This is an optimization exercise on Yosys and OpenROAD, whose aim is small area and a short achievable clock period, not a production implementation.
RTL that was checked went through simulation tests only; none was proved equivalent to the original.

Design inv_sqrt_unit, start of the top module:
module inv_sqrt_unit #(
	parameter logic [9:0] PIPE = 10'b1111111101
) (
	input  logic clk,
	input  logic reset,
	input  logic in_valid,
	input  fp_pkg::int_t in_value,
	output logic out_valid,
	output fp_pkg::fp_t  out_fp,
	output fp_pkg::int_t out_fixed
);
	localparam int LAT = 1 + PIPE[0] + PIPE[1] + PIPE[2] + PIPE[3] + PIPE[4] +
		PIPE[5] + PIPE[6] + PIPE[7] + PIPE[8] + PIPE[9];
	logic [15:0] x;
	pipe_reg #(.W(16), .EN(PIPE[0])) u_c0 (.clk(clk), .d(in_value), .q(x));
	logic [15:0] n8, n4, n2, n1;
	logic [3:0]  lz;
	assign lz[3] = (x[15:8] == '0);
	assign n8 = lz[3] ? {x[7:0], 8'd0} : x;
	assign lz[2] = (n8[15:12] == '0);
	assign n4 = lz[2] ? {n8[11:0], 4'd0} : n8;
	assign lz[1] = (n4[15:14] == '0);
	assign n2 = lz[1] ? {n4[13:0], 2'd0} : n4;
	assign lz[0] = ~n2[15];
	assign n1 = lz[0] ? {n2[14:0], 1'b0} : n2;
	logic [14:0] a_m;
	logic [3:0]  a_p;
	pipe_reg #(.W(15+4), .EN(PIPE[1])) u_c1 (.clk(clk),
		.d({n1[14:0], ~lz}), .q({a_m, a_p}));
	logic        e0;
	logic [15:0] sub;
	logic [15:0] a_u;
	logic        a_b1;
	logic        a_t1;
	logic [3:0]  a_c;
	logic        a_z0;
	logic        a_zn;
	assign e0 = ~a_p[0];
	assign sub = {e0, a_m};
	assign a_u = 16'd28339 - sub;
	assign a_b1 = (sub > 16'd28339);
	assign a_t1 = a_b1 | (sub <= 16'd1193);
  ...
export LEC_CHECK = 0
export CAP_MARGIN = 20
export CORE_MARGIN = 2
export CORE_UTILIZATION = 40
export SLEW_MARGIN = 20
export SYNTH_HIERARCHICAL = 1
export SYNTH_MINIMUM_KEEP_SIZE = 0
create_clock -name core_clock -period 9.5 [get_ports {clk}]
standard.sh (not shown) runs the stock make flow with config.mk's settings and CLKGATE_MAP_FILE= SYNTH_SCRIPT=/design/flow/synth_recipe.tcl, a recipe that flattens the netlist after the stock synthesis.
==> flow/flow/run.sh <==
#!/bin/bash
set -euo pipefail
export SETUP_SLACK_MARGIN=6.3
bash standard.sh > standard.log 2>&1
Rerun with:
--- a/flow/design.v
+++ b/flow/design.v
@@ -1811,23 +1811,23 @@
 	input  logic b,
 	output logic s,
 	output logic co
 );
 	assign s = a ^ b;
 	assign co = a & b;
 endmodule
 `default_nettype wire
 `timescale 1ns/10ps
 `default_nettype none
 module inv_sqrt_unit #(
-	parameter logic [9:0] PIPE = 10'b1111111101
+	parameter logic [9:0] PIPE = 10'b1111111111
 ) (
 	input  logic clk,
 	input  logic reset,
 	input  logic in_valid,
 	input  fp_pkg::int_t in_value,
 	output logic out_valid,
 	output fp_pkg::fp_t  out_fp,
 	output fp_pkg::int_t out_fixed
 );
 	localparam int LAT = 1 + PIPE[0] + PIPE[1] + PIPE[2] + PIPE[3] + PIPE[4] +
 		PIPE[5] + PIPE[6] + PIPE[7] + PIPE[8] + PIPE[9];
@@ -1856,46 +1856,44 @@
 	logic        a_z0;
 	logic        a_zn;
 	assign e0 = ~a_p[0];
 	assign sub = {e0, a_m};
 	assign a_u = 16'd28339 - sub;
 	assign a_b1 = (sub > 16'd28339);
 	assign a_t1 = a_b1 | (sub <= 16'd1193);
 	assign a_c = 4'(({1'b0, a_p} + 5'd1) >> 1) + {3'd0, a_b1};
 	assign a_z0 = (~a_b1 & ~e0 & ~a_t1) | (a_b1 & e0);
 	assign a_zn = a_b1 & ~e0;
 	logic [15:0] b_u;
+	logic [14:0] b_m;
 	logic [3:0]  b_c;
 	logic        b_t1, b_z0, b_zn;
-	pipe_reg #(.W(16+4+3), .EN(PIPE[2])) u_c2 (.clk(clk),
-		.d({a_u, a_c, a_t1, a_z0, a_zn}),
-		.q({b_u, b_c, b_t1, b_z0, b_zn}));
+	pipe_reg #(.W(16+15+4+3), .EN(PIPE[2])) u_c2 (.clk(clk),
+		.d({a_u, a_m, a_c, a_t1, a_z0, a_zn}),
+		.q({b_u, b_m, b_c, b_t1, b_z0, b_zn}));
 	logic [35:13] b_ra, b_rb;
 	logic         b_ci;
 	isq_square_tree u_square (.u(b_u), .ra(b_ra), .rb(b_rb), .ci(b_ci));
 	logic [35:13] c_ra, c_rb;
 	logic         c_ci;
 	logic [15:0]  c_u;
+	logic [14:0]  c_m;
 	logic [3:0]   c_c;
 	logic         c_t1, c_z0, c_zn;
-	pipe_reg #(.W(23+23+1+16+4+3), .EN(PIPE[3])) u_c3 (.clk(clk),
-		.d({b_ra, b_rb, b_ci, b_u, b_c, b_t1, b_z0, b_zn}),
-		.q({c_ra, c_rb, c_ci, c_u, c_c, c_t1, c_z0, c_zn}));
+	pipe_reg #(.W(23+23+1+16+15+4+3), .EN(PIPE[3])) u_c3 (.clk(clk),
+		.d({b_ra, b_rb, b_ci, b_u, b_m, b_c, b_t1, b_z0, b_zn}),
+		.q({c_ra, c_rb, c_ci, c_u, c_m, c_c, c_t1, c_z0, c_zn}));
 	logic [35:12] c_p1;
 	logic [16:0]  c_ysq;
 	assign c_p1 = {c_ra, 1'b1} + {c_rb, c_ci};
 	assign c_ysq = c_t1 ? c_p1[34:18] : c_p1[33:17];
-	logic [15:0]  c_sub;
-	logic [14:0]  c_m;
-	assign c_sub = 16'd28339 - c_u;
-	assign c_m = c_sub[14:0];
 	logic [16:-1] c_mb;
 	logic [7:0]   c_mone, c_mtwo;
 	logic [6:0]   c_mneg;
 	assign c_mb = {2'b01, c_m, 1'b0};
 	always_comb begin
 		for (int k = 0; k < 8; k++) begin
 			c_mone[k] = c_mb[2*k] ^ c_mb[2*k-1];
 			c_mtwo[k] = (c_mb[2*k+1] & ~c_mb[2*k] & ~c_mb[2*k-1]) |
 				(~c_mb[2*k+1] & c_mb[2*k] & c_mb[2*k-1]);
 		end
 		for (int k = 0; k < 7; k++) begin
Effect: First-iteration DRC count goes down by a few percent; cell count falls slightly; sequential cell count went up by 50; via count came out lower by a few percent; setup slack is better by 0.65 ns; cell area drops slightly.
No functional check of the RTL was part of the first run of this note.

re-timing with driven ports:
The flow's constraints put no driver on any port. The routed layouts listed below were extracted and timed again, unchanged, in two steps.
Step 1, drivers: a clkbuf_16 drives clk and a buf_2 each remaining input, both assumed.
Step 2 times the ports against the registers' clock, not the clock port: input delays grow and output delays shrink by t, the midpoint of the rising clock arrivals with the driver on.
Slacks: ideal ports / drivers / drivers and shift; pairs: ideal ports / drivers.
| run | shift t [ns] | slack for setup (ns) | hold WS [ns] | latest minus earliest clock arrival (ns) | cell pins on the clock port's net |
|---|---|---|---|---|---|
| the first run | 0.659 | 5.666 / 5.666 / 5.666 | 0.306 / 0.306 / 0.306 | 0.046 / 0.046 | 1 |
| the second run | 0.665 | 6.311 / 6.311 / 6.311 | 0.319 / 0.319 / 0.319 | 0.028 / 0.028 | 1 |
After both steps setup and hold are still met in every run listed.
